From an optimization exercise on the open Yosys and OpenROAD flow, aimed at small area, a short achievable clock period and few clock cycles per item; shortcuts taken in it are not production practice.
Function was checked by simulation only, so behaviour that the tests miss may differ from the original.

**design/flow/standard.sh**
```bash
#!/bin/bash
# synth_recipe.tcl (not shown) runs the flow's synth.tcl, then flattens the netlist and writes it again
# the make line also repeats each setting of config.mk as NAME=value (left out here)
make -C /OpenROAD-flow-scripts/flow DESIGN_CONFIG=/design/flow/config.mk WORK_HOME=/design/flow/orfs CLKGATE_MAP_FILE= SYNTH_SCRIPT=/design/flow/synth_recipe.tcl "${@:-finish}"
```
**design/flow/design.v**
```verilog
module q_update_engine #(
  parameter int DATA_WIDTH  = 16,
  parameter int FRAC_BITS   = 8,
  parameter int NUM_STATES  = 16,
  parameter int NUM_ACTIONS = 4,
  localparam int SW = $clog2(NUM_STATES),
  localparam int AW = $clog2(NUM_ACTIONS)
) (
  input  logic                  clk,
  input  logic                  rst_n,
  input  logic                  clear,
  input  logic                  in_valid,
  output logic                  in_ready,
  input  logic [SW-1:0]         in_state,
  input  logic [AW-1:0]         in_action,
  input  logic [SW-1:0]         in_next_state,
  input  logic [DATA_WIDTH-1:0] in_reward,
  input  logic                  in_terminal,
  input  logic [DATA_WIDTH-1:0] alpha,
  input  logic [DATA_WIDTH-1:0] gamma,
  output logic                  out_valid,
  input  logic                  out_ready,
  output logic [DATA_WIDTH-1:0] out_q_new,
  output logic [AW-1:0]         out_best_action,
  output logic                  busy
);
  localparam int NS = NUM_STATES;
  localparam int NA = NUM_ACTIONS;
  localparam logic [17:0] K_HI = 18'h2ab00;
  function automatic logic [15:0] sat18(input logic [17:0] v);
    if (v[17:15] == 3'b000 || v[17:15] == 3'b111) sat18 = v[15:0];
    else sat18 = v[17] ? 16'h8000 : 16'h7fff;
  endfunction
  function automatic logic small8(input logic [15:0] v);
    small8 = (v[15:8] == 8'h00) || (v[15:8] == 8'hff && v[7:0] != 8'h00);
  endfunction
  function automatic logic [14:0] booth(input logic [9:0] y);
    logic [10:0] yx;
    logic [4:0] one, two, neg;
    yx = {y, 1'b0};
    for (int i = 0; i < 5; i++) begin
      one[i] = yx[2*i] ^ yx[2*i+1];
      two[i] = (yx[2*i+2] & !yx[2*i+1] & !yx[2*i]) | (!yx[2*i+2] & yx[2*i+1] & yx[2*i]);
      neg[i] = yx[2*i+2] & !(yx[2*i+1] & yx[2*i]);
    end
    booth = {neg, two, one};
  endfunction
  function automatic logic [17:0] ehi(input logic [17:0] ra, input logic [17:0] rb,
                                      input logic [9:0] y);
    logic [14:0] d;
    d = booth(y);
    ehi = ra - rb + {17'd0, d[14]} + K_HI;
  endfunction
  function automatic logic [7:0] elo(input logic [14:0] d);
    elo = {1'b0, d[13], 1'b0, d[12], 1'b0, d[11], 1'b0, d[10]};
  endfunction
  function automatic logic [17:0] sx(input logic [15:0] v);
    sx = {{2{v[15]}}, v};
  endfunction
  logic [15:0] tq [NS*NA];
  logic [NS-1:0] rv;               
  logic          clr_q;            
  logic         b1_v, b1_shadow, b2_v, c_v;
  logic [3:0]   b1_s, b1_ns, b2_s, c_s;
  logic [1:0]   b1_a, b2_a, c_a, b2_best, c_best;
  logic         b1_term, b1_gsmall, b1_asmall;
  logic [15:0]  b1_r, b1_alpha, b1_gamma, b1_q;
  logic [15:0]  b1_row [NA];
  logic [15:0]  b2_x, c_x;
  logic [14:0]  b2_d, c_d;         
  logic [9:0]   b2_ay;
  logic [17:0]  b2_e;
  logic [15:0]  b2_cq, c_q;         
  logic         b2_fast, b2_asmall, b2_gsmall;
  logic [4:0]   b2_ph;
  logic [25:0]  acc;               
  logic         hb, hs;            
  logic [17:0]  e0, e1, e2;        
  logic [1:0]   cnt;
  logic [15:0]  q_new;
  localparam logic [4:0] S_FIRST = 5'd0,
    S_G1X = 5'd1,  S_G1C = 5'd2,  S_GHX = 5'd3,  S_GLP = 5'd4,  S_GLX = 5'd5,
    S_GLC = 5'd6,  S_TX  = 5'd7,  S_TC  = 5'd8,  S_DX  = 5'd9,  S_DC  = 5'd10,
    S_APX = 5'd11, S_APC = 5'd12, S_AHX = 5'd13, S_ALP = 5'd14, S_ALX = 5'd15,
    S_ALC = 5'd16, S_QX  = 5'd17, S_QC  = 5'd18, S_FX  = 5'd19;
  logic haz, b1_fast, b2_done, b2_go, b1_adv, b1_rel, b1_load, accept, pop;
  logic [2:0] occ;
  assign occ     = {2'b0, c_v} + {1'b0, cnt};
  assign b2_done = (b2_ph == S_FIRST && b2_fast) || b2_ph == S_FX;
  assign b2_go   = b2_v && b2_done && (occ <= 3'd2);
  assign haz     = (!b1_term && ((b2_v && b2_s == b1_ns) || (c_v && c_s == b1_ns))) ||
                   (b2_v && b2_s == b1_s && b2_a == b1_a) ||
                   (c_v && c_s == b1_s && c_a == b1_a);
  assign b1_adv  = b1_v && !b1_shadow && !haz && (!b2_v || b2_go);
  assign b1_rel  = b1_shadow ? b2_go : (b1_adv && b1_fast);
  assign b1_load = !b1_v || b1_rel;
  assign in_ready = b1_load && !clear;
  assign accept  = in_valid && in_ready;
  assign pop     = out_valid && out_ready;
  logic [15:0] row_rd [NA];
  logic [15:0] q_rd;
  always_comb begin
    for (int j = 0; j < NA; j++)
      row_rd[j] = (rv[in_next_state] && !clr_q) ? tq[{in_next_state, 2'(j)}] : '0;
    q_rd = (rv[in_state] && !clr_q) ? tq[{in_state, in_action}] : '0;
  end
  always_ff @(posedge clk) begin
    if (b1_load) begin
      b1_s      <= in_state;
      b1_a      <= in_action;
      b1_ns     <= in_next_state;
      b1_r      <= in_reward;
      b1_term   <= in_terminal;
      b1_alpha  <= alpha;
      b1_gamma  <= gamma;
      b1_gsmall <= small8(gamma);
      b1_asmall <= alpha[15:8] == 8'd0;
      for (int j = 0; j < NA; j++)
        b1_row[j] <= (c_v && c_s == in_next_state && c_a == 2'(j)) ? q_new : row_rd[j];
      b1_q <= (c_v && c_s == in_state && c_a == in_action) ? q_new : q_rd;
    end else begin
      for (int j = 0; j < NA; j++)
        if (c_v && c_s == b1_ns && c_a == 2'(j)) b1_row[j] <= q_new;
      if (c_v && c_s == b1_s && c_a == b1_a) b1_q <= q_new;
    end
  end
  logic [15:0] bo [NA];            
  logic c01, c23, cf;
  logic [15:0] m01, m23, mx;
  logic [1:0] best;
  for (genvar j = 0; j < NA; j++) begin : g_bo
    assign bo[j] = {!b1_row[j][15], b1_row[j][14:0]};
  end
  assign c01  = bo[1] > bo[0];
  assign c23  = bo[3] > bo[2];
  assign m01  = c01 ? b1_row[1] : b1_row[0];
  assign m23  = c23 ? b1_row[3] : b1_row[2];
  assign cf   = {!m23[15], m23[14:0]} > {!m01[15], m01[14:0]};
  assign mx   = cf ? m23 : m01;
  assign best = cf ? {1'b1, c23} : {1'b0, c01};
  function automatic logic small12(input logic [15:0] v);
    small12 = (v[15:11] == 5'h00) || (v[15:11] == 5'h1f);
  endfunction
  function automatic logic small13(input logic [15:0] v);
    small13 = (v[15:12] == 4'h0) || (v[15:12] == 4'hf);
  endfunction
  assign b1_fast = b1_asmall && small13(b1_q) && small12(b1_r) &&
                   (b1_term || (b1_gsmall && small12(b1_row[0]) && small12(b1_row[1]) &&
                                small12(b1_row[2]) && small12(b1_row[3])));
  logic [9:0] g_eff;
  assign g_eff = b1_term ? 10'd0 : b1_gamma[9:0];
  logic [4:0]  nx, nst;           
  logic [9:0]  ny;
  logic [17:0] nra, nrb;
  always_comb begin
    case (b2_ph)
      S_FIRST:             nx = (b2_gsmall || b1_term) ? S_G1X : S_GHX;
      S_GHX, S_GLP:        nx = S_GLX;
      S_G1X, S_G1C,
      S_GLX, S_GLC:        nx = S_TX;
      S_TX, S_TC:          nx = S_DX;
      S_DX, S_DC:          nx = b2_asmall ? S_APX : S_AHX;
      S_AHX, S_ALP:        nx = S_ALX;
      S_APX, S_APC,
      S_ALX, S_ALC:        nx = S_QX;
      default:             nx = S_FX;
    endcase
    case (b2_ph)
      S_FIRST: nst = nx;
      S_GLC, S_G1C: nst = S_TX;
      S_DC:    nst = nx;
      S_APC, S_ALC: nst = S_QX;
      S_QC:    nst = S_FX;
      default: nst = b2_ph + 5'd1;
    endcase
    ny = 10'd256; nra = '0; nrb = '0;
    case (nx)
        S_G1X: ny = g_eff;
        S_GHX: ny = {{2{b1_gamma[15]}}, b1_gamma[15:8]};
        S_GLX: begin ny = {2'b0, b1_gamma[7:0]}; nra = acc[17:0]; end
        S_TX:  nra = sx(b1_r);
        S_DX:  nrb = sx(b1_q);
        S_APX: ny = b1_alpha[9:0];
        S_AHX: ny = {{2{b1_alpha[15]}}, b1_alpha[15:8]};
        S_ALX: begin ny = {2'b0, b1_alpha[7:0]}; nra = acc[17:0]; end
        S_QX:  nra = sx(b1_q);
        default: ;
    endcase
  end
  logic [17:0] e_n;
  logic [17:0] ra_m, rb_m;
  logic [9:0]  y_m;
  assign ra_m = b1_shadow ? nra : sx(b1_r);
  assign rb_m = b1_shadow ? nrb : sx(b1_q);
  assign y_m  = b1_shadow ? ny  : g_eff;
  assign e_n  = ehi(ra_m, rb_m, y_m);
  logic [25:0] b2_ps, b2_pc, b2_p;
  logic [15:0] acc_out;
  qe_btree u_b2 (.x(b2_x), .one(b2_d[4:0]), .two(b2_d[9:5]), .neg(b2_d[14:10]),
                 .e({b2_e, elo(b2_d)}), .s(b2_ps), .c(b2_pc));
  assign b2_p    = b2_ps + b2_pc;
  assign acc_out = sat18(acc[25:8]);
  always_ff @(posedge clk) begin
    if (b1_adv) begin
      b2_x      <= mx;
      b2_d      <= booth(g_eff);
      b2_e      <= e_n;
      b2_cq     <= b1_q;
      b2_ay     <= b1_alpha[9:0];
      b2_s      <= b1_s;
      b2_a      <= b1_a;
      b2_best   <= b1_term ? 2'd0 : best;
      b2_fast   <= b1_fast;
      b2_asmall <= b1_asmall;
      b2_gsmall <= b1_gsmall;
      b2_ph     <= S_FIRST;
    end else if (b2_v && !b2_done) begin
      b2_d  <= booth(ny);
      b2_e  <= e_n;
      b2_ph <= nst;
      case (b2_ph)
        S_G1X, S_GHX, S_GLX, S_TX, S_DX, S_APX, S_AHX, S_ALX, S_QX: acc <= b2_p;
        S_G1C, S_TC, S_DC, S_APC, S_QC: b2_x <= acc_out;
        S_GLP, S_ALP: begin
          hb <= !((&acc[25:16]) || !(|acc[25:16]));
          hs <= acc[25];
        end
        S_GLC, S_ALC: b2_x <= hb ? (hs ? 16'h8000 : 16'h7fff) : acc_out;
        default: ;
      endcase
      if (b2_ph == S_FIRST) b2_cq <= '0;
      if (b2_ph == S_FIRST) b2_ay <= 10'd256;
    end
  end
  logic [23:0] c_ps, c_pc, c_p;
  qe_btreek u_c (.x(c_x), .one(c_d[4:0]), .two(c_d[9:5]), .neg(c_d[14:10]),
                 .e({c_q, elo(c_d)}), .s(c_ps), .c(c_pc));
  assign c_p   = c_ps + c_pc;
  assign q_new = c_p[23:8];
  always_ff @(posedge clk) begin
    c_x    <= b2_p[23:8];
    c_d    <= booth(b2_ay);
    c_q    <= b2_cq;
    c_s    <= b2_s;
    c_a    <= b2_a;
    c_best <= b2_best;
  end
  always_ff @(posedge clk) begin
    for (int i = 0; i < NS; i++)
      for (int j = 0; j < NA; j++)
        if (c_v && c_s == 4'(i) && (c_a == 2'(j) || !rv[i]))
          tq[i*NA+j] <= (c_a == 2'(j)) ? q_new : '0;
  end
  logic [1:0]  cnt_n, idx;
  logic [17:0] e0_n, e1_n, e2_n;
  logic        b1_v_n, b2_v_n;
  always_comb begin
    e0_n = pop ? e1 : e0;
    e1_n = pop ? e2 : e1;
    e2_n = e2;
    idx  = cnt - {1'b0, pop};
    if (c_v) begin
      case (idx)
        2'd0: e0_n = {c_best, q_new};
        2'd1: e1_n = {c_best, q_new};
        default: e2_n = {c_best, q_new};
      endcase
    end
    cnt_n  = cnt - {1'b0, pop} + {1'b0, c_v};
    b1_v_n = accept || (b1_v && !b1_rel);
    b2_v_n = b1_adv || (b2_v && !b2_go);
  end
  always_ff @(posedge clk) begin
    e0 <= e0_n;
    e1 <= e1_n;
    e2 <= e2_n;
  end
  always_ff @(posedge clk or negedge rst_n) begin
    if (!rst_n) begin
      b1_v <= 1'b0; b1_shadow <= 1'b0; b2_v <= 1'b0; c_v <= 1'b0;
      cnt <= 2'd0; out_valid <= 1'b0; busy <= 1'b0;
      rv <= '0; clr_q <= 1'b0;
    end else begin
      clr_q     <= clear;
      b1_v      <= b1_v_n;
      b1_shadow <= b1_load ? 1'b0 : (b1_shadow || b1_adv);
      b2_v      <= b2_v_n;
      c_v       <= b2_go;
      cnt       <= cnt_n;
      out_valid <= (cnt_n != 2'd0);
      busy      <= b1_v_n || b2_v_n || b2_go || (cnt_n != 2'd0);
      if (clr_q) rv <= '0;
      else if (c_v) rv[c_s] <= 1'b1;
    end
  end
  assign out_q_new = e0[15:0];
  assign out_best_action = e0[17:16];
endmodule
module qe_btree (
  input  logic [15:0] x,
  input  logic [4:0] one, two, neg,
  input  logic [25:0] e,
  output logic [25:0] s, c
);
  wire pp0_0 = (one[0] & x[0]) ^ neg[0];
  wire pp0_1 = ((one[0] & x[1]) | (two[0] & x[0])) ^ neg[0];
  wire pp0_2 = ((one[0] & x[2]) | (two[0] & x[1])) ^ neg[0];
  wire pp0_3 = ((one[0] & x[3]) | (two[0] & x[2])) ^ neg[0];
  wire pp0_4 = ((one[0] & x[4]) | (two[0] & x[3])) ^ neg[0];
  wire pp0_5 = ((one[0] & x[5]) | (two[0] & x[4])) ^ neg[0];
  wire pp0_6 = ((one[0] & x[6]) | (two[0] & x[5])) ^ neg[0];
  wire pp0_7 = ((one[0] & x[7]) | (two[0] & x[6])) ^ neg[0];
  wire pp0_8 = ((one[0] & x[8]) | (two[0] & x[7])) ^ neg[0];
  wire pp0_9 = ((one[0] & x[9]) | (two[0] & x[8])) ^ neg[0];
  wire pp0_10 = ((one[0] & x[10]) | (two[0] & x[9])) ^ neg[0];
  wire pp0_11 = ((one[0] & x[11]) | (two[0] & x[10])) ^ neg[0];
  wire pp0_12 = ((one[0] & x[12]) | (two[0] & x[11])) ^ neg[0];
  wire pp0_13 = ((one[0] & x[13]) | (two[0] & x[12])) ^ neg[0];
  wire pp0_14 = ((one[0] & x[14]) | (two[0] & x[13])) ^ neg[0];
  wire pp0_15 = ((one[0] & x[15]) | (two[0] & x[14])) ^ neg[0];
  wire pp0_16 = ((one[0] & x[15]) | (two[0] & x[15])) ^ neg[0];
  wire pp1_0 = (one[1] & x[0]) ^ neg[1];
  wire pp1_1 = ((one[1] & x[1]) | (two[1] & x[0])) ^ neg[1];
  wire pp1_2 = ((one[1] & x[2]) | (two[1] & x[1])) ^ neg[1];
  wire pp1_3 = ((one[1] & x[3]) | (two[1] & x[2])) ^ neg[1];
  wire pp1_4 = ((one[1] & x[4]) | (two[1] & x[3])) ^ neg[1];
  wire pp1_5 = ((one[1] & x[5]) | (two[1] & x[4])) ^ neg[1];
  wire pp1_6 = ((one[1] & x[6]) | (two[1] & x[5])) ^ neg[1];
  wire pp1_7 = ((one[1] & x[7]) | (two[1] & x[6])) ^ neg[1];
  wire pp1_8 = ((one[1] & x[8]) | (two[1] & x[7])) ^ neg[1];
  wire pp1_9 = ((one[1] & x[9]) | (two[1] & x[8])) ^ neg[1];
  wire pp1_10 = ((one[1] & x[10]) | (two[1] & x[9])) ^ neg[1];
  wire pp1_11 = ((one[1] & x[11]) | (two[1] & x[10])) ^ neg[1];
  wire pp1_12 = ((one[1] & x[12]) | (two[1] & x[11])) ^ neg[1];
  wire pp1_13 = ((one[1] & x[13]) | (two[1] & x[12])) ^ neg[1];
  wire pp1_14 = ((one[1] & x[14]) | (two[1] & x[13])) ^ neg[1];
  wire pp1_15 = ((one[1] & x[15]) | (two[1] & x[14])) ^ neg[1];
  wire pp1_16 = ((one[1] & x[15]) | (two[1] & x[15])) ^ neg[1];
  wire pp2_0 = (one[2] & x[0]) ^ neg[2];
  wire pp2_1 = ((one[2] & x[1]) | (two[2] & x[0])) ^ neg[2];
  wire pp2_2 = ((one[2] & x[2]) | (two[2] & x[1])) ^ neg[2];
  wire pp2_3 = ((one[2] & x[3]) | (two[2] & x[2])) ^ neg[2];
  wire pp2_4 = ((one[2] & x[4]) | (two[2] & x[3])) ^ neg[2];
  wire pp2_5 = ((one[2] & x[5]) | (two[2] & x[4])) ^ neg[2];
  wire pp2_6 = ((one[2] & x[6]) | (two[2] & x[5])) ^ neg[2];
  wire pp2_7 = ((one[2] & x[7]) | (two[2] & x[6])) ^ neg[2];
  wire pp2_8 = ((one[2] & x[8]) | (two[2] & x[7])) ^ neg[2];
  wire pp2_9 = ((one[2] & x[9]) | (two[2] & x[8])) ^ neg[2];
  wire pp2_10 = ((one[2] & x[10]) | (two[2] & x[9])) ^ neg[2];
  wire pp2_11 = ((one[2] & x[11]) | (two[2] & x[10])) ^ neg[2];
  wire pp2_12 = ((one[2] & x[12]) | (two[2] & x[11])) ^ neg[2];
  wire pp2_13 = ((one[2] & x[13]) | (two[2] & x[12])) ^ neg[2];
  wire pp2_14 = ((one[2] & x[14]) | (two[2] & x[13])) ^ neg[2];
  wire pp2_15 = ((one[2] & x[15]) | (two[2] & x[14])) ^ neg[2];
  wire pp2_16 = ((one[2] & x[15]) | (two[2] & x[15])) ^ neg[2];
  wire pp3_0 = (one[3] & x[0]) ^ neg[3];
  wire pp3_1 = ((one[3] & x[1]) | (two[3] & x[0])) ^ neg[3];
  wire pp3_2 = ((one[3] & x[2]) | (two[3] & x[1])) ^ neg[3];
  wire pp3_3 = ((one[3] & x[3]) | (two[3] & x[2])) ^ neg[3];
  wire pp3_4 = ((one[3] & x[4]) | (two[3] & x[3])) ^ neg[3];
  wire pp3_5 = ((one[3] & x[5]) | (two[3] & x[4])) ^ neg[3];
  wire pp3_6 = ((one[3] & x[6]) | (two[3] & x[5])) ^ neg[3];
  wire pp3_7 = ((one[3] & x[7]) | (two[3] & x[6])) ^ neg[3];
  wire pp3_8 = ((one[3] & x[8]) | (two[3] & x[7])) ^ neg[3];
  wire pp3_9 = ((one[3] & x[9]) | (two[3] & x[8])) ^ neg[3];
  wire pp3_10 = ((one[3] & x[10]) | (two[3] & x[9])) ^ neg[3];
  wire pp3_11 = ((one[3] & x[11]) | (two[3] & x[10])) ^ neg[3];
  wire pp3_12 = ((one[3] & x[12]) | (two[3] & x[11])) ^ neg[3];
  wire pp3_13 = ((one[3] & x[13]) | (two[3] & x[12])) ^ neg[3];
  wire pp3_14 = ((one[3] & x[14]) | (two[3] & x[13])) ^ neg[3];
  wire pp3_15 = ((one[3] & x[15]) | (two[3] & x[14])) ^ neg[3];
  wire pp3_16 = ((one[3] & x[15]) | (two[3] & x[15])) ^ neg[3];
  wire pp4_0 = (one[4] & x[0]) ^ neg[4];
  wire pp4_1 = ((one[4] & x[1]) | (two[4] & x[0])) ^ neg[4];
  wire pp4_2 = ((one[4] & x[2]) | (two[4] & x[1])) ^ neg[4];
  wire pp4_3 = ((one[4] & x[3]) | (two[4] & x[2])) ^ neg[4];
  wire pp4_4 = ((one[4] & x[4]) | (two[4] & x[3])) ^ neg[4];
  wire pp4_5 = ((one[4] & x[5]) | (two[4] & x[4])) ^ neg[4];
  wire pp4_6 = ((one[4] & x[6]) | (two[4] & x[5])) ^ neg[4];
  wire pp4_7 = ((one[4] & x[7]) | (two[4] & x[6])) ^ neg[4];
  wire pp4_8 = ((one[4] & x[8]) | (two[4] & x[7])) ^ neg[4];
  wire pp4_9 = ((one[4] & x[9]) | (two[4] & x[8])) ^ neg[4];
  wire pp4_10 = ((one[4] & x[10]) | (two[4] & x[9])) ^ neg[4];
  wire pp4_11 = ((one[4] & x[11]) | (two[4] & x[10])) ^ neg[4];
  wire pp4_12 = ((one[4] & x[12]) | (two[4] & x[11])) ^ neg[4];
  wire pp4_13 = ((one[4] & x[13]) | (two[4] & x[12])) ^ neg[4];
  wire pp4_14 = ((one[4] & x[14]) | (two[4] & x[13])) ^ neg[4];
  wire pp4_15 = ((one[4] & x[15]) | (two[4] & x[14])) ^ neg[4];
  wire pp4_16 = ((one[4] & x[15]) | (two[4] & x[15])) ^ neg[4];
  wire w_1 = pp0_6 ^ pp1_4;
  wire w_2 = pp0_6 & pp1_4;
  wire w_3 = pp0_7 ^ pp1_5 ^ pp2_3;
  wire w_4 = (pp0_7 & pp1_5) | (pp0_7 & pp2_3) | (pp1_5 & pp2_3);
  wire w_5 = pp0_8 ^ pp1_6 ^ pp2_4;
  wire w_6 = (pp0_8 & pp1_6) | (pp0_8 & pp2_4) | (pp1_6 & pp2_4);
  wire w_7 = pp3_2 ^ pp4_0;
  wire w_8 = pp3_2 & pp4_0;
  wire w_9 = pp0_9 ^ pp1_7 ^ pp2_5;
  wire w_10 = (pp0_9 & pp1_7) | (pp0_9 & pp2_5) | (pp1_7 & pp2_5);
  wire w_11 = pp3_3 ^ pp4_1 ^ e[9];
  wire w_12 = (pp3_3 & pp4_1) | (pp3_3 & e[9]) | (pp4_1 & e[9]);
  wire w_13 = pp0_10 ^ pp1_8 ^ pp2_6;
  wire w_14 = (pp0_10 & pp1_8) | (pp0_10 & pp2_6) | (pp1_8 & pp2_6);
  wire w_15 = pp3_4 ^ pp4_2 ^ e[10];
  wire w_16 = (pp3_4 & pp4_2) | (pp3_4 & e[10]) | (pp4_2 & e[10]);
  wire w_17 = pp0_11 ^ pp1_9 ^ pp2_7;
  wire w_18 = (pp0_11 & pp1_9) | (pp0_11 & pp2_7) | (pp1_9 & pp2_7);
  wire w_19 = pp3_5 ^ pp4_3 ^ e[11];
  wire w_20 = (pp3_5 & pp4_3) | (pp3_5 & e[11]) | (pp4_3 & e[11]);
  wire w_21 = pp0_12 ^ pp1_10 ^ pp2_8;
  wire w_22 = (pp0_12 & pp1_10) | (pp0_12 & pp2_8) | (pp1_10 & pp2_8);
  wire w_23 = pp3_6 ^ pp4_4 ^ e[12];
  wire w_24 = (pp3_6 & pp4_4) | (pp3_6 & e[12]) | (pp4_4 & e[12]);
  wire w_25 = pp0_13 ^ pp1_11 ^ pp2_9;
  wire w_26 = (pp0_13 & pp1_11) | (pp0_13 & pp2_9) | (pp1_11 & pp2_9);
  wire w_27 = pp3_7 ^ pp4_5 ^ e[13];
  wire w_28 = (pp3_7 & pp4_5) | (pp3_7 & e[13]) | (pp4_5 & e[13]);
  wire w_29 = pp0_14 ^ pp1_12 ^ pp2_10;
  wire w_30 = (pp0_14 & pp1_12) | (pp0_14 & pp2_10) | (pp1_12 & pp2_10);
  wire w_31 = pp3_8 ^ pp4_6 ^ e[14];
  wire w_32 = (pp3_8 & pp4_6) | (pp3_8 & e[14]) | (pp4_6 & e[14]);
  wire w_33 = pp0_15 ^ pp1_13 ^ pp2_11;
  wire w_34 = (pp0_15 & pp1_13) | (pp0_15 & pp2_11) | (pp1_13 & pp2_11);
  wire w_35 = pp3_9 ^ pp4_7 ^ e[15];
  wire w_36 = (pp3_9 & pp4_7) | (pp3_9 & e[15]) | (pp4_7 & e[15]);
  wire w_37 = ~pp0_16 ^ pp1_14 ^ pp2_12;
  wire w_38 = (~pp0_16 & pp1_14) | (~pp0_16 & pp2_12) | (pp1_14 & pp2_12);
  wire w_39 = pp3_10 ^ pp4_8 ^ e[16];
  wire w_40 = (pp3_10 & pp4_8) | (pp3_10 & e[16]) | (pp4_8 & e[16]);
  wire w_41 = pp1_15 ^ pp2_13 ^ pp3_11;
  wire w_42 = (pp1_15 & pp2_13) | (pp1_15 & pp3_11) | (pp2_13 & pp3_11);
  wire w_43 = pp4_9 ^ e[17];
  wire w_44 = pp4_9 & e[17];
  wire w_45 = ~pp1_16 ^ pp2_14 ^ pp3_12;
  wire w_46 = (~pp1_16 & pp2_14) | (~pp1_16 & pp3_12) | (pp2_14 & pp3_12);
  wire w_47 = pp4_10 ^ e[18];
  wire w_48 = pp4_10 & e[18];
  wire w_49 = pp2_15 ^ pp3_13 ^ pp4_11;
  wire w_50 = (pp2_15 & pp3_13) | (pp2_15 & pp4_11) | (pp3_13 & pp4_11);
  wire w_51 = ~pp2_16 ^ pp3_14;
  wire w_52 = ~pp2_16 & pp3_14;
  wire w_53 = pp0_4 ^ pp1_2;
  wire w_54 = pp0_4 & pp1_2;
  wire w_55 = pp0_5 ^ pp1_3 ^ pp2_1;
  wire w_56 = (pp0_5 & pp1_3) | (pp0_5 & pp2_1) | (pp1_3 & pp2_1);
  wire w_57 = w_1 ^ pp2_2 ^ pp3_0;
  wire w_58 = (w_1 & pp2_2) | (w_1 & pp3_0) | (pp2_2 & pp3_0);
  wire w_59 = w_2 ^ w_3 ^ pp3_1;
  wire w_60 = (w_2 & w_3) | (w_2 & pp3_1) | (w_3 & pp3_1);
  wire w_61 = w_4 ^ w_5 ^ w_7;
  wire w_62 = (w_4 & w_5) | (w_4 & w_7) | (w_5 & w_7);
  wire w_63 = w_6 ^ w_8 ^ w_9;
  wire w_64 = (w_6 & w_8) | (w_6 & w_9) | (w_8 & w_9);
  wire w_65 = w_10 ^ w_12 ^ w_13;
  wire w_66 = (w_10 & w_12) | (w_10 & w_13) | (w_12 & w_13);
  wire w_67 = w_14 ^ w_16 ^ w_17;
  wire w_68 = (w_14 & w_16) | (w_14 & w_17) | (w_16 & w_17);
  wire w_69 = w_18 ^ w_20 ^ w_21;
  wire w_70 = (w_18 & w_20) | (w_18 & w_21) | (w_20 & w_21);
  wire w_71 = w_22 ^ w_24 ^ w_25;
  wire w_72 = (w_22 & w_24) | (w_22 & w_25) | (w_24 & w_25);
  wire w_73 = w_26 ^ w_28 ^ w_29;
  wire w_74 = (w_26 & w_28) | (w_26 & w_29) | (w_28 & w_29);
  wire w_75 = w_30 ^ w_32 ^ w_33;
  wire w_76 = (w_30 & w_32) | (w_30 & w_33) | (w_32 & w_33);
  wire w_77 = w_34 ^ w_36 ^ w_37;
  wire w_78 = (w_34 & w_36) | (w_34 & w_37) | (w_36 & w_37);
  wire w_79 = w_38 ^ w_40 ^ w_41;
  wire w_80 = (w_38 & w_40) | (w_38 & w_41) | (w_40 & w_41);
  wire w_81 = w_42 ^ w_44 ^ w_45;
  wire w_82 = (w_42 & w_44) | (w_42 & w_45) | (w_44 & w_45);
  wire w_83 = w_46 ^ w_48 ^ w_49;
  wire w_84 = (w_46 & w_48) | (w_46 & w_49) | (w_48 & w_49);
  wire w_85 = w_50 ^ w_51 ^ pp4_12;
  wire w_86 = (w_50 & w_51) | (w_50 & pp4_12) | (w_51 & pp4_12);
  wire w_87 = w_52 ^ pp3_15 ^ pp4_13;
  wire w_88 = (w_52 & pp3_15) | (w_52 & pp4_13) | (pp3_15 & pp4_13);
  wire w_89 = ~pp3_16 ^ pp4_14;
  wire w_90 = ~pp3_16 & pp4_14;
  wire w_91 = pp0_2 ^ pp1_0;
  wire w_92 = pp0_2 & pp1_0;
  wire w_93 = pp0_3 ^ pp1_1 ^ e[3];
  wire w_94 = (pp0_3 & pp1_1) | (pp0_3 & e[3]) | (pp1_1 & e[3]);
  wire w_95 = w_53 ^ pp2_0 ^ e[4];
  wire w_96 = (w_53 & pp2_0) | (w_53 & e[4]) | (pp2_0 & e[4]);
  wire w_97 = w_54 ^ w_55 ^ e[5];
  wire w_98 = (w_54 & w_55) | (w_54 & e[5]) | (w_55 & e[5]);
  wire w_99 = w_56 ^ w_57 ^ e[6];
  wire w_100 = (w_56 & w_57) | (w_56 & e[6]) | (w_57 & e[6]);
  wire w_101 = w_58 ^ w_59 ^ e[7];
  wire w_102 = (w_58 & w_59) | (w_58 & e[7]) | (w_59 & e[7]);
  wire w_103 = w_60 ^ w_61 ^ e[8];
  wire w_104 = (w_60 & w_61) | (w_60 & e[8]) | (w_61 & e[8]);
  wire w_105 = w_62 ^ w_63 ^ w_11;
  wire w_106 = (w_62 & w_63) | (w_62 & w_11) | (w_63 & w_11);
  wire w_107 = w_64 ^ w_65 ^ w_15;
  wire w_108 = (w_64 & w_65) | (w_64 & w_15) | (w_65 & w_15);
  wire w_109 = w_66 ^ w_67 ^ w_19;
  wire w_110 = (w_66 & w_67) | (w_66 & w_19) | (w_67 & w_19);
  wire w_111 = w_68 ^ w_69 ^ w_23;
  wire w_112 = (w_68 & w_69) | (w_68 & w_23) | (w_69 & w_23);
  wire w_113 = w_70 ^ w_71 ^ w_27;
  wire w_114 = (w_70 & w_71) | (w_70 & w_27) | (w_71 & w_27);
  wire w_115 = w_72 ^ w_73 ^ w_31;
  wire w_116 = (w_72 & w_73) | (w_72 & w_31) | (w_73 & w_31);
  wire w_117 = w_74 ^ w_75 ^ w_35;
  wire w_118 = (w_74 & w_75) | (w_74 & w_35) | (w_75 & w_35);
  wire w_119 = w_76 ^ w_77 ^ w_39;
  wire w_120 = (w_76 & w_77) | (w_76 & w_39) | (w_77 & w_39);
  wire w_121 = w_78 ^ w_79 ^ w_43;
  wire w_122 = (w_78 & w_79) | (w_78 & w_43) | (w_79 & w_43);
  wire w_123 = w_80 ^ w_81 ^ w_47;
  wire w_124 = (w_80 & w_81) | (w_80 & w_47) | (w_81 & w_47);
  wire w_125 = w_82 ^ w_83 ^ e[19];
  wire w_126 = (w_82 & w_83) | (w_82 & e[19]) | (w_83 & e[19]);
  wire w_127 = w_84 ^ w_85 ^ e[20];
  wire w_128 = (w_84 & w_85) | (w_84 & e[20]) | (w_85 & e[20]);
  wire w_129 = w_86 ^ w_87 ^ e[21];
  wire w_130 = (w_86 & w_87) | (w_86 & e[21]) | (w_87 & e[21]);
  wire w_131 = w_88 ^ w_89 ^ e[22];
  wire w_132 = (w_88 & w_89) | (w_88 & e[22]) | (w_89 & e[22]);
  wire w_133 = w_90 ^ pp4_15 ^ e[23];
  wire w_134 = (w_90 & pp4_15) | (w_90 & e[23]) | (pp4_15 & e[23]);
  wire w_135 = ~pp4_16 ^ e[24];
  wire w_136 = ~pp4_16 & e[24];
  assign s = {w_136,w_134,w_132,w_130,w_128,w_126,w_124,w_122,w_120,w_118,w_116,w_114,w_112,w_110,w_108,w_106,w_104,w_102,w_100,w_98,w_96,w_94,w_92,w_91,pp0_1,pp0_0};
  assign c = {e[25],w_135,w_133,w_131,w_129,w_127,w_125,w_123,w_121,w_119,w_117,w_115,w_113,w_111,w_109,w_107,w_105,w_103,w_101,w_99,w_97,w_95,w_93,e[2],e[1],e[0]};
endmodule
module qe_btreek (
  input  logic [15:0] x,
  input  logic [4:0] one, two, neg,
  input  logic [23:0] e,
  output logic [23:0] s, c
);
  wire pp0_0 = (one[0] & x[0]) ^ neg[0];
  wire pp0_1 = ((one[0] & x[1]) | (two[0] & x[0])) ^ neg[0];
  wire pp0_2 = ((one[0] & x[2]) | (two[0] & x[1])) ^ neg[0];
  wire pp0_3 = ((one[0] & x[3]) | (two[0] & x[2])) ^ neg[0];
  wire pp0_4 = ((one[0] & x[4]) | (two[0] & x[3])) ^ neg[0];
  wire pp0_5 = ((one[0] & x[5]) | (two[0] & x[4])) ^ neg[0];
  wire pp0_6 = ((one[0] & x[6]) | (two[0] & x[5])) ^ neg[0];
  wire pp0_7 = ((one[0] & x[7]) | (two[0] & x[6])) ^ neg[0];
  wire pp0_8 = ((one[0] & x[8]) | (two[0] & x[7])) ^ neg[0];
  wire pp0_9 = ((one[0] & x[9]) | (two[0] & x[8])) ^ neg[0];
  wire pp0_10 = ((one[0] & x[10]) | (two[0] & x[9])) ^ neg[0];
  wire pp0_11 = ((one[0] & x[11]) | (two[0] & x[10])) ^ neg[0];
  wire pp0_12 = ((one[0] & x[12]) | (two[0] & x[11])) ^ neg[0];
  wire pp0_13 = ((one[0] & x[13]) | (two[0] & x[12])) ^ neg[0];
  wire pp0_14 = ((one[0] & x[14]) | (two[0] & x[13])) ^ neg[0];
  wire pp0_15 = ((one[0] & x[15]) | (two[0] & x[14])) ^ neg[0];
  wire pp0_16 = ((one[0] & x[15]) | (two[0] & x[15])) ^ neg[0];
  wire pp1_0 = (one[1] & x[0]) ^ neg[1];
  wire pp1_1 = ((one[1] & x[1]) | (two[1] & x[0])) ^ neg[1];
  wire pp1_2 = ((one[1] & x[2]) | (two[1] & x[1])) ^ neg[1];
  wire pp1_3 = ((one[1] & x[3]) | (two[1] & x[2])) ^ neg[1];
  wire pp1_4 = ((one[1] & x[4]) | (two[1] & x[3])) ^ neg[1];
  wire pp1_5 = ((one[1] & x[5]) | (two[1] & x[4])) ^ neg[1];
  wire pp1_6 = ((one[1] & x[6]) | (two[1] & x[5])) ^ neg[1];
  wire pp1_7 = ((one[1] & x[7]) | (two[1] & x[6])) ^ neg[1];
  wire pp1_8 = ((one[1] & x[8]) | (two[1] & x[7])) ^ neg[1];
  wire pp1_9 = ((one[1] & x[9]) | (two[1] & x[8])) ^ neg[1];
  wire pp1_10 = ((one[1] & x[10]) | (two[1] & x[9])) ^ neg[1];
  wire pp1_11 = ((one[1] & x[11]) | (two[1] & x[10])) ^ neg[1];
  wire pp1_12 = ((one[1] & x[12]) | (two[1] & x[11])) ^ neg[1];
  wire pp1_13 = ((one[1] & x[13]) | (two[1] & x[12])) ^ neg[1];
  wire pp1_14 = ((one[1] & x[14]) | (two[1] & x[13])) ^ neg[1];
  wire pp1_15 = ((one[1] & x[15]) | (two[1] & x[14])) ^ neg[1];
  wire pp1_16 = ((one[1] & x[15]) | (two[1] & x[15])) ^ neg[1];
  wire pp2_0 = (one[2] & x[0]) ^ neg[2];
  wire pp2_1 = ((one[2] & x[1]) | (two[2] & x[0])) ^ neg[2];
  wire pp2_2 = ((one[2] & x[2]) | (two[2] & x[1])) ^ neg[2];
  wire pp2_3 = ((one[2] & x[3]) | (two[2] & x[2])) ^ neg[2];
  wire pp2_4 = ((one[2] & x[4]) | (two[2] & x[3])) ^ neg[2];
  wire pp2_5 = ((one[2] & x[5]) | (two[2] & x[4])) ^ neg[2];
  wire pp2_6 = ((one[2] & x[6]) | (two[2] & x[5])) ^ neg[2];
  wire pp2_7 = ((one[2] & x[7]) | (two[2] & x[6])) ^ neg[2];
  wire pp2_8 = ((one[2] & x[8]) | (two[2] & x[7])) ^ neg[2];
  wire pp2_9 = ((one[2] & x[9]) | (two[2] & x[8])) ^ neg[2];
  wire pp2_10 = ((one[2] & x[10]) | (two[2] & x[9])) ^ neg[2];
  wire pp2_11 = ((one[2] & x[11]) | (two[2] & x[10])) ^ neg[2];
  wire pp2_12 = ((one[2] & x[12]) | (two[2] & x[11])) ^ neg[2];
  wire pp2_13 = ((one[2] & x[13]) | (two[2] & x[12])) ^ neg[2];
  wire pp2_14 = ((one[2] & x[14]) | (two[2] & x[13])) ^ neg[2];
  wire pp2_15 = ((one[2] & x[15]) | (two[2] & x[14])) ^ neg[2];
  wire pp2_16 = ((one[2] & x[15]) | (two[2] & x[15])) ^ neg[2];
  wire pp3_0 = (one[3] & x[0]) ^ neg[3];
  wire pp3_1 = ((one[3] & x[1]) | (two[3] & x[0])) ^ neg[3];
  wire pp3_2 = ((one[3] & x[2]) | (two[3] & x[1])) ^ neg[3];
  wire pp3_3 = ((one[3] & x[3]) | (two[3] & x[2])) ^ neg[3];
  wire pp3_4 = ((one[3] & x[4]) | (two[3] & x[3])) ^ neg[3];
  wire pp3_5 = ((one[3] & x[5]) | (two[3] & x[4])) ^ neg[3];
  wire pp3_6 = ((one[3] & x[6]) | (two[3] & x[5])) ^ neg[3];
  wire pp3_7 = ((one[3] & x[7]) | (two[3] & x[6])) ^ neg[3];
  wire pp3_8 = ((one[3] & x[8]) | (two[3] & x[7])) ^ neg[3];
  wire pp3_9 = ((one[3] & x[9]) | (two[3] & x[8])) ^ neg[3];
  wire pp3_10 = ((one[3] & x[10]) | (two[3] & x[9])) ^ neg[3];
  wire pp3_11 = ((one[3] & x[11]) | (two[3] & x[10])) ^ neg[3];
  wire pp3_12 = ((one[3] & x[12]) | (two[3] & x[11])) ^ neg[3];
  wire pp3_13 = ((one[3] & x[13]) | (two[3] & x[12])) ^ neg[3];
  wire pp3_14 = ((one[3] & x[14]) | (two[3] & x[13])) ^ neg[3];
  wire pp3_15 = ((one[3] & x[15]) | (two[3] & x[14])) ^ neg[3];
  wire pp3_16 = ((one[3] & x[15]) | (two[3] & x[15])) ^ neg[3];
  wire pp4_0 = (one[4] & x[0]) ^ neg[4];
  wire pp4_1 = ((one[4] & x[1]) | (two[4] & x[0])) ^ neg[4];
  wire pp4_2 = ((one[4] & x[2]) | (two[4] & x[1])) ^ neg[4];
  wire pp4_3 = ((one[4] & x[3]) | (two[4] & x[2])) ^ neg[4];
  wire pp4_4 = ((one[4] & x[4]) | (two[4] & x[3])) ^ neg[4];
  wire pp4_5 = ((one[4] & x[5]) | (two[4] & x[4])) ^ neg[4];
  wire pp4_6 = ((one[4] & x[6]) | (two[4] & x[5])) ^ neg[4];
  wire pp4_7 = ((one[4] & x[7]) | (two[4] & x[6])) ^ neg[4];
  wire pp4_8 = ((one[4] & x[8]) | (two[4] & x[7])) ^ neg[4];
  wire pp4_9 = ((one[4] & x[9]) | (two[4] & x[8])) ^ neg[4];
  wire pp4_10 = ((one[4] & x[10]) | (two[4] & x[9])) ^ neg[4];
  wire pp4_11 = ((one[4] & x[11]) | (two[4] & x[10])) ^ neg[4];
  wire pp4_12 = ((one[4] & x[12]) | (two[4] & x[11])) ^ neg[4];
  wire pp4_13 = ((one[4] & x[13]) | (two[4] & x[12])) ^ neg[4];
  wire pp4_14 = ((one[4] & x[14]) | (two[4] & x[13])) ^ neg[4];
  wire pp4_15 = ((one[4] & x[15]) | (two[4] & x[14])) ^ neg[4];
  wire w_1 = pp0_6 ^ pp1_4;
  wire w_2 = pp0_6 & pp1_4;
  wire w_3 = pp0_7 ^ pp1_5 ^ pp2_3;
  wire w_4 = (pp0_7 & pp1_5) | (pp0_7 & pp2_3) | (pp1_5 & pp2_3);
  wire w_5 = pp0_8 ^ pp1_6 ^ pp2_4;
  wire w_6 = (pp0_8 & pp1_6) | (pp0_8 & pp2_4) | (pp1_6 & pp2_4);
  wire w_7 = pp3_2 ^ pp4_0;
  wire w_8 = pp3_2 & pp4_0;
  wire w_9 = pp0_9 ^ pp1_7 ^ pp2_5;
  wire w_10 = (pp0_9 & pp1_7) | (pp0_9 & pp2_5) | (pp1_7 & pp2_5);
  wire w_11 = pp3_3 ^ pp4_1 ^ e[9];
  wire w_12 = (pp3_3 & pp4_1) | (pp3_3 & e[9]) | (pp4_1 & e[9]);
  wire w_13 = pp0_10 ^ pp1_8 ^ pp2_6;
  wire w_14 = (pp0_10 & pp1_8) | (pp0_10 & pp2_6) | (pp1_8 & pp2_6);
  wire w_15 = pp3_4 ^ pp4_2 ^ e[10];
  wire w_16 = (pp3_4 & pp4_2) | (pp3_4 & e[10]) | (pp4_2 & e[10]);
  wire w_17 = pp0_11 ^ pp1_9 ^ pp2_7;
  wire w_18 = (pp0_11 & pp1_9) | (pp0_11 & pp2_7) | (pp1_9 & pp2_7);
  wire w_19 = pp3_5 ^ pp4_3 ^ e[11];
  wire w_20 = (pp3_5 & pp4_3) | (pp3_5 & e[11]) | (pp4_3 & e[11]);
  wire w_21 = pp0_12 ^ pp1_10 ^ pp2_8;
  wire w_22 = (pp0_12 & pp1_10) | (pp0_12 & pp2_8) | (pp1_10 & pp2_8);
  wire w_23 = pp3_6 ^ pp4_4 ^ e[12];
  wire w_24 = (pp3_6 & pp4_4) | (pp3_6 & e[12]) | (pp4_4 & e[12]);
  wire w_25 = pp0_13 ^ pp1_11 ^ pp2_9;
  wire w_26 = (pp0_13 & pp1_11) | (pp0_13 & pp2_9) | (pp1_11 & pp2_9);
  wire w_27 = pp3_7 ^ pp4_5 ^ e[13];
  wire w_28 = (pp3_7 & pp4_5) | (pp3_7 & e[13]) | (pp4_5 & e[13]);
  wire w_29 = pp0_14 ^ pp1_12 ^ pp2_10;
  wire w_30 = (pp0_14 & pp1_12) | (pp0_14 & pp2_10) | (pp1_12 & pp2_10);
  wire w_31 = pp3_8 ^ pp4_6 ^ e[14];
  wire w_32 = (pp3_8 & pp4_6) | (pp3_8 & e[14]) | (pp4_6 & e[14]);
  wire w_33 = pp0_15 ^ pp1_13 ^ pp2_11;
  wire w_34 = (pp0_15 & pp1_13) | (pp0_15 & pp2_11) | (pp1_13 & pp2_11);
  wire w_35 = pp3_9 ^ pp4_7 ^ e[15];
  wire w_36 = (pp3_9 & pp4_7) | (pp3_9 & e[15]) | (pp4_7 & e[15]);
  wire w_37 = pp0_16 ^ pp1_14 ^ pp2_12;
  wire w_38 = (pp0_16 & pp1_14) | (pp0_16 & pp2_12) | (pp1_14 & pp2_12);
  wire w_39 = pp3_10 ^ pp4_8 ^ e[16];
  wire w_40 = (pp3_10 & pp4_8) | (pp3_10 & e[16]) | (pp4_8 & e[16]);
  wire w_41 = pp1_15 ^ pp2_13 ^ pp3_11;
  wire w_42 = (pp1_15 & pp2_13) | (pp1_15 & pp3_11) | (pp2_13 & pp3_11);
  wire w_43 = pp4_9 ^ e[17] ^ pp0_16;
  wire w_44 = (pp4_9 & e[17]) | (pp4_9 & pp0_16) | (e[17] & pp0_16);
  wire w_45 = ~pp1_16 ^ pp2_14 ^ pp3_12;
  wire w_46 = (~pp1_16 & pp2_14) | (~pp1_16 & pp3_12) | (pp2_14 & pp3_12);
  wire w_47 = pp4_10 ^ e[18] ^ ~pp0_16;
  wire w_48 = (pp4_10 & e[18]) | (pp4_10 & ~pp0_16) | (e[18] & ~pp0_16);
  wire w_49 = pp2_15 ^ pp3_13 ^ pp4_11;
  wire w_50 = (pp2_15 & pp3_13) | (pp2_15 & pp4_11) | (pp3_13 & pp4_11);
  wire w_51 = e[19] ^ 1'b1;
  wire w_52 = e[19] & 1'b1;
  wire w_53 = ~pp2_16 ^ pp3_14 ^ pp4_12;
  wire w_54 = (~pp2_16 & pp3_14) | (~pp2_16 & pp4_12) | (pp3_14 & pp4_12);
  wire w_55 = pp3_15 ^ pp4_13;
  wire w_56 = pp3_15 & pp4_13;
  wire w_57 = pp0_4 ^ pp1_2;
  wire w_58 = pp0_4 & pp1_2;
  wire w_59 = pp0_5 ^ pp1_3 ^ pp2_1;
  wire w_60 = (pp0_5 & pp1_3) | (pp0_5 & pp2_1) | (pp1_3 & pp2_1);
  wire w_61 = w_1 ^ pp2_2 ^ pp3_0;
  wire w_62 = (w_1 & pp2_2) | (w_1 & pp3_0) | (pp2_2 & pp3_0);
  wire w_63 = w_2 ^ w_3 ^ pp3_1;
  wire w_64 = (w_2 & w_3) | (w_2 & pp3_1) | (w_3 & pp3_1);
  wire w_65 = w_4 ^ w_5 ^ w_7;
  wire w_66 = (w_4 & w_5) | (w_4 & w_7) | (w_5 & w_7);
  wire w_67 = w_6 ^ w_8 ^ w_9;
  wire w_68 = (w_6 & w_8) | (w_6 & w_9) | (w_8 & w_9);
  wire w_69 = w_10 ^ w_12 ^ w_13;
  wire w_70 = (w_10 & w_12) | (w_10 & w_13) | (w_12 & w_13);
  wire w_71 = w_14 ^ w_16 ^ w_17;
  wire w_72 = (w_14 & w_16) | (w_14 & w_17) | (w_16 & w_17);
  wire w_73 = w_18 ^ w_20 ^ w_21;
  wire w_74 = (w_18 & w_20) | (w_18 & w_21) | (w_20 & w_21);
  wire w_75 = w_22 ^ w_24 ^ w_25;
  wire w_76 = (w_22 & w_24) | (w_22 & w_25) | (w_24 & w_25);
  wire w_77 = w_26 ^ w_28 ^ w_29;
  wire w_78 = (w_26 & w_28) | (w_26 & w_29) | (w_28 & w_29);
  wire w_79 = w_30 ^ w_32 ^ w_33;
  wire w_80 = (w_30 & w_32) | (w_30 & w_33) | (w_32 & w_33);
  wire w_81 = w_34 ^ w_36 ^ w_37;
  wire w_82 = (w_34 & w_36) | (w_34 & w_37) | (w_36 & w_37);
  wire w_83 = w_38 ^ w_40 ^ w_41;
  wire w_84 = (w_38 & w_40) | (w_38 & w_41) | (w_40 & w_41);
  wire w_85 = w_42 ^ w_44 ^ w_45;
  wire w_86 = (w_42 & w_44) | (w_42 & w_45) | (w_44 & w_45);
  wire w_87 = w_46 ^ w_48 ^ w_49;
  wire w_88 = (w_46 & w_48) | (w_46 & w_49) | (w_48 & w_49);
  wire w_89 = w_50 ^ w_52 ^ w_53;
  wire w_90 = (w_50 & w_52) | (w_50 & w_53) | (w_52 & w_53);
  wire w_91 = w_54 ^ w_55 ^ e[21];
  wire w_92 = (w_54 & w_55) | (w_54 & e[21]) | (w_55 & e[21]);
  wire w_93 = w_56 ^ ~pp3_16 ^ pp4_14;
  wire w_94 = (w_56 & ~pp3_16) | (w_56 & pp4_14) | (~pp3_16 & pp4_14);
  wire w_95 = pp4_15 ^ e[23];
  wire w_96 = pp4_15 & e[23];
  wire w_97 = pp0_2 ^ pp1_0;
  wire w_98 = pp0_2 & pp1_0;
  wire w_99 = pp0_3 ^ pp1_1 ^ e[3];
  wire w_100 = (pp0_3 & pp1_1) | (pp0_3 & e[3]) | (pp1_1 & e[3]);
  wire w_101 = w_57 ^ pp2_0 ^ e[4];
  wire w_102 = (w_57 & pp2_0) | (w_57 & e[4]) | (pp2_0 & e[4]);
  wire w_103 = w_58 ^ w_59 ^ e[5];
  wire w_104 = (w_58 & w_59) | (w_58 & e[5]) | (w_59 & e[5]);
  wire w_105 = w_60 ^ w_61 ^ e[6];
  wire w_106 = (w_60 & w_61) | (w_60 & e[6]) | (w_61 & e[6]);
  wire w_107 = w_62 ^ w_63 ^ e[7];
  wire w_108 = (w_62 & w_63) | (w_62 & e[7]) | (w_63 & e[7]);
  wire w_109 = w_64 ^ w_65 ^ e[8];
  wire w_110 = (w_64 & w_65) | (w_64 & e[8]) | (w_65 & e[8]);
  wire w_111 = w_66 ^ w_67 ^ w_11;
  wire w_112 = (w_66 & w_67) | (w_66 & w_11) | (w_67 & w_11);
  wire w_113 = w_68 ^ w_69 ^ w_15;
  wire w_114 = (w_68 & w_69) | (w_68 & w_15) | (w_69 & w_15);
  wire w_115 = w_70 ^ w_71 ^ w_19;
  wire w_116 = (w_70 & w_71) | (w_70 & w_19) | (w_71 & w_19);
  wire w_117 = w_72 ^ w_73 ^ w_23;
  wire w_118 = (w_72 & w_73) | (w_72 & w_23) | (w_73 & w_23);
  wire w_119 = w_74 ^ w_75 ^ w_27;
  wire w_120 = (w_74 & w_75) | (w_74 & w_27) | (w_75 & w_27);
  wire w_121 = w_76 ^ w_77 ^ w_31;
  wire w_122 = (w_76 & w_77) | (w_76 & w_31) | (w_77 & w_31);
  wire w_123 = w_78 ^ w_79 ^ w_35;
  wire w_124 = (w_78 & w_79) | (w_78 & w_35) | (w_79 & w_35);
  wire w_125 = w_80 ^ w_81 ^ w_39;
  wire w_126 = (w_80 & w_81) | (w_80 & w_39) | (w_81 & w_39);
  wire w_127 = w_82 ^ w_83 ^ w_43;
  wire w_128 = (w_82 & w_83) | (w_82 & w_43) | (w_83 & w_43);
  wire w_129 = w_84 ^ w_85 ^ w_47;
  wire w_130 = (w_84 & w_85) | (w_84 & w_47) | (w_85 & w_47);
  wire w_131 = w_86 ^ w_87 ^ w_51;
  wire w_132 = (w_86 & w_87) | (w_86 & w_51) | (w_87 & w_51);
  wire w_133 = w_88 ^ w_89 ^ e[20];
  wire w_134 = (w_88 & w_89) | (w_88 & e[20]) | (w_89 & e[20]);
  wire w_135 = w_90 ^ w_91 ^ 1'b1;
  wire w_136 = (w_90 & w_91) | (w_90 & 1'b1) | (w_91 & 1'b1);
  wire w_137 = w_92 ^ w_93 ^ e[22];
  wire w_138 = (w_92 & w_93) | (w_92 & e[22]) | (w_93 & e[22]);
  wire w_139 = w_94 ^ w_95 ^ 1'b1;
  wire w_140 = (w_94 & w_95) | (w_94 & 1'b1) | (w_95 & 1'b1);
  assign s = {w_138,w_136,w_134,w_132,w_130,w_128,w_126,w_124,w_122,w_120,w_118,w_116,w_114,w_112,w_110,w_108,w_106,w_104,w_102,w_100,w_98,w_97,pp0_1,pp0_0};
  assign c = {w_139,w_137,w_135,w_133,w_131,w_129,w_127,w_125,w_123,w_121,w_119,w_117,w_115,w_113,w_111,w_109,w_107,w_105,w_103,w_101,w_99,e[2],e[1],e[0]};
endmodule
```
**design/flow/config.mk**
```make
export PLATFORM = sky130hd
export DESIGN_NAME = q_update_engine
export DESIGN_NICKNAME = q_update_engine
export VERILOG_FILES = /design/flow/design.v
export SDC_FILE = /design/flow/constraint.sdc
export NUM_CORES = 8
export LEC_CHECK = 0
export CAP_MARGIN = 30
export CORE_MARGIN = 2
export CORE_UTILIZATION = 45
export CTS_CLUSTER_DIAMETER = 100
export CTS_CLUSTER_SIZE = 20
export PLACE_DENSITY = 0.55
export SLEW_MARGIN = 25
```
**design/flow/constraint.sdc**
```tcl
create_clock -name core_clock -period 14.0 [get_ports {clk}]
set_input_delay 2.8000 -clock core_clock [delete_from_list [all_inputs] [get_ports {clk}]]
set_output_delay 2.8000 -clock core_clock [all_outputs]
set_load 0.01 [all_outputs]
```
**design/flow/flow/run.sh**
```bash
#!/bin/bash
# The standard layout (standard.sh, unchanged synthesis and steps), with
# timing repair aimed at a setup slack of 8.3 ns at the design's 14 ns clock:
# repair_timing then works on every path longer than 5.7 ns instead of only on
# violating ones. All of make's output goes to standard.log; ORFS keeps each
# step's own log under orfs/logs/.
set -euo pipefail
bash standard.sh SETUP_SLACK_MARGIN=8.3 finish > standard.log 2>&1
```
==> summary.md, run 1 <==
| Metric | Value |
|---|---|
| Run status | no timing/DRC/antenna violations |
| Number of distinct standard cells referenced by the synthesized netlist | 82 |
| Routed via count divided by cell count | 7.66 |
| Number of enable-type register cells in the synthesized netlist | 1297 |
| Port-buffer cells | 84 |
| Clock transition at the registers of the reported paths | 0.09 ns |
| Cells along the critical path | clkdlybuf4s50_1 -> buf_4 -> or4_2 -> buf_4 -> o22ai_1 -> or3_1 -> o21ai_1 |
| Maximum clock skew at final layout | 0.0605 ns |
| H-tree level count | 3 |
| Total global routing overflow | 0 |
| Synthesized Nets | 5862 |
| Vias after detailed routing | 59100 |
| Crit path max-delay family | simple AND/OR/NAND/NOR gates |
| Slowest stage cell, crit path | or4_2 |
| Total clock buffers created by CTS | 82 |
| Detail-routed net length per standard cell | 49.3 um |
| Skew-Pair Late Insertion Delay | 0.78 ns |
| Setup Crit Path Kind | input pin to flop |
| Count of TritonRoute iterations in the first routing pass | 9 |
| Async set-or-reset flop fraction in the synthesized netlist | 1.76% |
| CP Data Required Time | 14.47 ns |
| Highest fanout seen on the critical path | 28 |
| Ports placed on the boundary | 85 |
| Final Worst Setup Slack | 8.04 ns |
| Endpoint kind of the worst setup timing path | flop |
| Row Count | 144 |
| Flop and latch count out of synthesis | 1418 |
| CTS tree | yes |
| Max-cap violation count | 0 |
| Floorplan Core Area | 154000 um^2 |
| Remaining routing DRC violations | 0 |
| Number of sinks driven by the clock tree | 1418 |
| Buffer levels on the longest clock path | 3 |
| DIE AREA | 159000 um^2 |
| Levels on crit path | 7 |
| Wire length of the first global-routing pass | 500 mm |
| Number of cells in the design after placement | 7506 |
| Largest cells by area after synthesis | edfxtp_1 (56%), a22oi_1 (7.3%), fa_1 (3.2%) |
| Register-to-Register Path Depth | 25 |
| Final Max Slew Viols | 0 |
| Number of buffers added to fix hold violations after cts | 0 |
| Maximum number of pins on one net before global-route repair | 65 |
| Part of the Yosys area used for sequential elements | 59.3% |
| Fmax achieved | 0.168 GHz |
| Post-detailed-placement half-perimeter wirelength | 248 mm |
| Worst-case hold slack | 0.347 ns |
| Worst-case headroom to the max-slew limit | 20.5% |
| Classification of the worst-slack hold path | flop to flop |
| Count of nets left with antenna violations after detail routing | 0 |
| Syn avg cell area | 12.7 um^2 |
| Final weighted congestion of routability-driven global placement | 1.04 |
| Die Y | 398 um |
| Global-route usage over all layers | 47.2% |
| Final critical path time including I/O delays and setup | 5.96 ns |
| Setup repair after global routing missed its margin | true |
| Hold depth | 0 |
| Post-synthesis instance area | 70000 um^2 |
| Buffers & Inverters on Critical Path | 3 |
| Most frequent cell on the critical path | buf_4 |
| Number of DRC violations after detailed-routing iteration 0 | 11400 |
| Most used flip-flop cell after synthesis | edfxtp_1 |
| Final-report hold violation count | 0 |
| Syn Inst Count | 5509 |
| Final setup violating endpoints | 0 |
| Routed Wire Length | 380 mm |
| Number of antenna violations at the first check in global routing | 43 |
| Setup TNS Final | 0 ns |
| Kind of start point of the critical path | input pin |
| Leading area contributor after synthesis | edfxtp_1 |
| Non-filler instance count after layout | 7711 |
| Area growth from synthesis to layout | 12.9% |
| Crit path largest cell delay | 1.13 ns |
| Die Span X | 398 um |
| Clock Tree Root | clkbuf_16 |
| Yosys synthesis warning count | 5 |
| Fraction of layout instances using a drive strength above 1 | 13.9% |
| Via count of the first global-routing pass | 55300 |
| Slew of the pin with the lowest slew margin | 1.19 ns |
| Post-Place Setup Slack | 6.66 ns |
| Top cell type's share of synthesized area | 55.6% |
| Number of nets in the finished design | 5963 |
| Starting density of the core | 45.4% |
| Final cycle utilization of the critical path | 42.6% |
| Arrival time reported for the critical path endpoint | 6.43 ns |
cell type report:
class | count | area, um^2
Tap cell | 2044 | 2560
Sequential cell | 1418 | 41600
Timing Repair Buffer | 386 | 3470
Clock inverter | 12 | 176
Multi-Input combinational cell | 3449 | 28100
Inverter | 273 | 1040
Antenna cell | 25 | 62.6
Clock buffer | 104 | 2130
Fill cell | 13300 | 75200
final timing paths:
kind                                    startpoint                endpoint  slack [ns]
max in group asynchronous                    rst_n           c_v$_DFF_PN0_       11.28
min in group asynchronous                    rst_n       rv[2]$_DFFE_PN0P_        2.43
max                               in_next_state[0]  b1_row[2][6]$_DFFE_PP_        8.04
min reg2reg                b2_cq[10]$_SDFFCE_PN0P_         c_q[10]$_DFF_P_        0.35
min                        b2_cq[10]$_SDFFCE_PN0P_         c_q[10]$_DFF_P_        0.35
max reg2reg                  b2_ph[1]$_SDFFE_PP0P_      b2_e[16]$_DFFE_PP_        8.46
layer usage:
metal,up-vias,wire [um],GRT usage (%)
met5,-,238,0.666
met4,30,40300,38.7
met3,1798,56000,20.4
met2,5829,158000,68.0
met1,29400,125000,54.5
li1,22000,-,-
sequential cells by signal (all words and copies together), names as in the netlist, 18 cells and up:
register,flops
b1_row,64
e2,18
e1,18
acc,26
tq,1024
e0,18
b2_e,18
cells in the mapped netlist (all sizes together) (45+ instances only):
cell type	n
inv	273
a22o	223
dfxtp	96
and2	45
nand4	147
edfxtp	1297
ha	176
buf	71
clkbuf	299
a22oi	681
xor2	116
a221oi	229
or3	69
fa	113
xnor2	141
nand2	139
a21oi	272
nand3	134
o22ai	68
nor2	266
o21ai	176
cell families (layout without fill, tap and decap cells):
| family | after synthesis | count (layout) | share of synthesized area, % |
|---|---|---|---|
| AOI/OAI and AO/OA | 1830 | 1831 | 19.0 |
| DFF | 1418 | 1418 | 59.3 |
| and+or+nand+nor | 997 | 997 | 7.32 |
| buffers and inverters | 643 | 775 | 3.58 |
| adders and majority gates | 289 | 289 | 6.37 |
| xor gates and xnor gates | 257 | 257 | 3.21 |
| muxes | 75 | 75 | 1.30 |
| other | 0 | 25 | 0 |
cell usage in the layout, fill, tap and decap left out, drive strengths merged, types with 69 or more instances in the layout:
cell,netlist,routed
edfxtp,1297,1297
a22oi,681,681
buf,71,297
inv,273,279
a21oi,272,272
nor2,266,266
a221oi,229,229
a22o,223,223
ha,176,176
o21ai,176,176
nand4,147,147
xnor2,141,141
nand2,139,139
nand3,134,134
xor2,116,116
fa,113,113
clkbuf,299,112
dfxtp,96,96
clkdlybuf4s50,0,75
or3,69,69
timing repair:
action,CTS,global route
setup endpoints to repair,733,556
cloned,1,0
resized for setup,170,114
pin swaps,9,12
setup buffers,27,18
per-stage QoR:
| stage | util (%) | instance area, um^2 |
|---|---|---|
| detailed placement | 48.7 | 75100 |
| global placement | 48.5 | 74800 |
| global route | 51.2 | 79000 |
| floorplan | - | 70000 |
| CTS | 50.7 | 78200 |
| finish | 51.3 | 79100 |
Testbench counts, summed over its fixed seeds: cycles 2,922, items 2,400.
==> run 2: changes to the inputs <==
--- a/design/flow/design.v
+++ b/design/flow/design.v
@@ -73,6 +73,7 @@
   logic [15:0]  b2_cq, c_q;         
   logic         b2_fast, b2_asmall, b2_gsmall;
   logic [4:0]   b2_ph;
+  logic [9:0]   c_lo;              
   logic [25:0]  acc;               
   logic         hb, hs;            
   logic [17:0]  e0, e1, e2;        
@@ -199,6 +200,7 @@
   qe_btree u_b2 (.x(b2_x), .one(b2_d[4:0]), .two(b2_d[9:5]), .neg(b2_d[14:10]),
                  .e({b2_e, elo(b2_d)}), .s(b2_ps), .c(b2_pc));
   assign b2_p    = b2_ps + b2_pc;
+  assign acc     = {c_lo[9:8], c_x, c_lo[7:0]};
   assign acc_out = sat18(acc[25:8]);
   always_ff @(posedge clk) begin
     if (b1_adv) begin
@@ -219,7 +221,6 @@
       b2_e  <= e_n;
       b2_ph <= nst;
       case (b2_ph)
-        S_G1X, S_GHX, S_GLX, S_TX, S_DX, S_APX, S_AHX, S_ALX, S_QX: acc <= b2_p;
         S_G1C, S_TC, S_DC, S_APC, S_QC: b2_x <= acc_out;
         S_GLP, S_ALP: begin
           hb <= !((&acc[25:16]) || !(|acc[25:16]));
@@ -239,6 +240,7 @@
   assign q_new = c_p[23:8];
   always_ff @(posedge clk) begin
     c_x    <= b2_p[23:8];
+    c_lo   <= {b2_p[25:24], b2_p[7:0]};
     c_d    <= booth(b2_ay);
     c_q    <= b2_cq;
     c_s    <= b2_s;
==> summary.md, run 2 <==
| Metric | Value |
|---|---|
| Yosys synthesis warning count | 5 |
| Biggest registers after layout | tq (1024), b1_row (64) |
| Largest cells by area after synthesis | edfxtp_1 (54%), a22oi_1 (7.2%), fa_1 (3.2%) |
| Endpoint kind of the worst setup timing path | primary output |
| Highest fanout seen on the critical path | 3 |
| Detail-routed net length per standard cell | 47.6 um |
| Arrival time reported for the critical path endpoint | 3.09 ns |
| Number of cells in the design after placement | 7600 |
| Post-detailed-placement half-perimeter wirelength | 229 mm |
| Routed via count divided by cell count | 7.68 |
| Commonest non-fill, non-tap cell in the layout | edfxtp_1 |
| Slowest stage cell, crit path | buf_8 |
| Fmax achieved | 0.170 GHz |
| Final weighted congestion of routability-driven global placement | 1.03 |
| Syn avg cell area | 12.5 um^2 |
| Leading cell type by number of instances after synthesis | edfxtp_1 |
| Setup repair after global routing missed its margin | true |
| Number of distinct standard cells referenced by the synthesized netlist | 97 |
| Run status | no timing/DRC/antenna violations |
| Area growth from synthesis to layout | 12.5% |
| Global-route usage over all layers | 45.8% |
| Highest-count cells in the layout ignoring fill and taps | edfxtp_1 (1271), a22oi_1 (667), nand2_1 (399) |
| Number of antenna violations at the first check in global routing | 33 |
| Max-cap violation count | 0 |
| Via count of the first global-routing pass | 55300 |
| Die Y | 399 um |
| Final-report hold violation count | 0 |
| Flop and latch count out of synthesis | 1402 |
| Die Span X | 399 um |
| Total global routing overflow | 0 |
| Final cycle utilization of the critical path | 42.1% |
| Setup TNS Final | 0 ns |
| Count of TritonRoute iterations in the first routing pass | 9 |
| Remaining routing DRC violations | 0 |
| Row Count | 144 |
| Final Max Slew Viols | 0 |
| Starting density of the core | 45.5% |
| Final critical path time including I/O delays and setup | 5.89 ns |
| CP Data Required Time | 11.20 ns |
| Clock Tree Root | clkbuf_16 |
| Async set-or-reset flop fraction in the synthesized netlist | 1.78% |
| Slew of the pin with the lowest slew margin | 1.20 ns |
| Maximum number of pins on one net before global-route repair | 86 |
| Kind of start point of the critical path | input pin |
| Number of enable-type register cells in the synthesized netlist | 1271 |
| Non-filler instance count after layout | 7806 |
==> run 2: final timing paths <==
check,slack (ns),to,start,cells past startpoint
worst min-delay path,0.34,c_q[12]$_DFF_P_,b2_cq[12]$_SDFFCE_PN0P_,0
worst max register to register,8.48,tq[0][15]$_DFFE_PP_,c_x[5]$_DFF_P_,18
min in group asynchronous,2.42,rv[14]$_DFFE_PN0P_,rst_n,2
worst max-delay path,8.11,in_ready,clear,3
worst min register to register,0.34,c_q[12]$_DFF_P_,b2_cq[12]$_SDFFCE_PN0P_,0
max in group asynchronous,11.27,c_v$_DFF_PN0_,rst_n,2
==> run 2: what timing repair did <==
| action | 4_1_cts | 5_1_grt |
|---|---|---|
| setup buffers | 20 | 7 |
| endpoints found under the setup margin | 731 | 607 |
| cloned | 3 | 0 |
| resized for setup | 139 | 81 |
| endpoints found under the hold margin | 0 | 0 |
| pin swaps | 8 | 12 |
==> run 2: cell type report <==
| cell class | count | area (um^2) |
|---|---|---|
| tap | 2044 | 2560 |
| timing repair inverter | 2 | 17.5 |
| clock buffer | 113 | 2220 |
| antenna | 35 | 87.6 |
| sequential | 1402 | 41000 |
| multi-input combinational | 3539 | 28500 |
| timing repair buffer | 369 | 3370 |
| fill | 13300 | 75400 |
| clock inverter | 11 | 129 |
| inverter | 291 | 1110 |
==> run 2: metrics by stage <==
step | hold slack, ns | cell area (um^2) | setup slack [ns]
2_1_floorplan | 0.323 | 70200 | 8.32
3_3_place_gp | 0.324 | 75000 | 6.77
3_5_place_dp | 0.328 | 75400 | 6.82
4_1_cts | 0.339 | 78300 | 8.05
5_1_grt | 0.357 | 78900 | 8.05
6_report | 0.339 | 79000 | 8.11
==> run 2: routing by layer <==
layer | part of all wire, % | GRT usage [%] | vias up
met4 | 11 | 38.4 | 31
met2 | 41 | 64.6 | 6219
li1 | - | - | 22300
met5 | 0.18 | 2.33 | -
met3 | 16 | 22.7 | 2001
met1 | 32 | 51.6 | 29500
==> run 2: cells by family after synthesis <==
group / after synthesis / share of synthesized area, %
AOI/OAI and AO/OA: 1778 / 19.0
DFF: 1402 / 58.3
and+or+nand+nor: 1124 / 7.81
xor gates and xnor gates: 252 / 3.14
buffers and inverters: 683 / 3.83
muxes: 95 / 1.57
adders and majority gates: 289 / 6.36
==> run 2: critical path, delay by kind of cell <==
kind / cells / cell delay, ns
simple gates: 1 / 0.09
buf+inv: 2 / 0.20
Testbench counts of run 2, summed over its fixed seeds: cycles 2,922, items 2,400.

port drivers added, routing unchanged:
How much do the figures lean on ideal ports? The routed layouts below were timed once more, with nothing changed but the port constraints. Step 1 (the two cells are an assumption about what drives the block):
set clk [get_ports {clk}]
set_driving_cell -lib_cell sky130_fd_sc_hd__clkbuf_16 $clk
set_driving_cell -lib_cell sky130_fd_sc_hd__buf_2 [delete_from_list [all_inputs] $clk]
Step 2 times the ports against the registers' clock, not the clock port: input delays grow and output delays shrink by t, the midpoint of the rising clock arrivals with the driver on. a / b / c = ideal / step 1 / step 2; a / b = the first two.
| run | t (ns) | setup WS [ns] | hold WS [ns] | worst data-port slew with drivers (ns) |
|---|---|---|---|---|
| run 1 | 0.830 | 8.036 / 8.071 / 7.263 | 0.347 / 0.347 / 0.347 | 0.07 |
| run 2 | 0.816 | 8.105 / 8.045 / 7.416 | 0.339 / 0.339 / 0.339 | 0.06 |
After both steps every run listed still meets setup and hold. The setup slack of run 1, which loses most, moves by +0.035 ns with the drivers and by -0.773 ns with both steps.
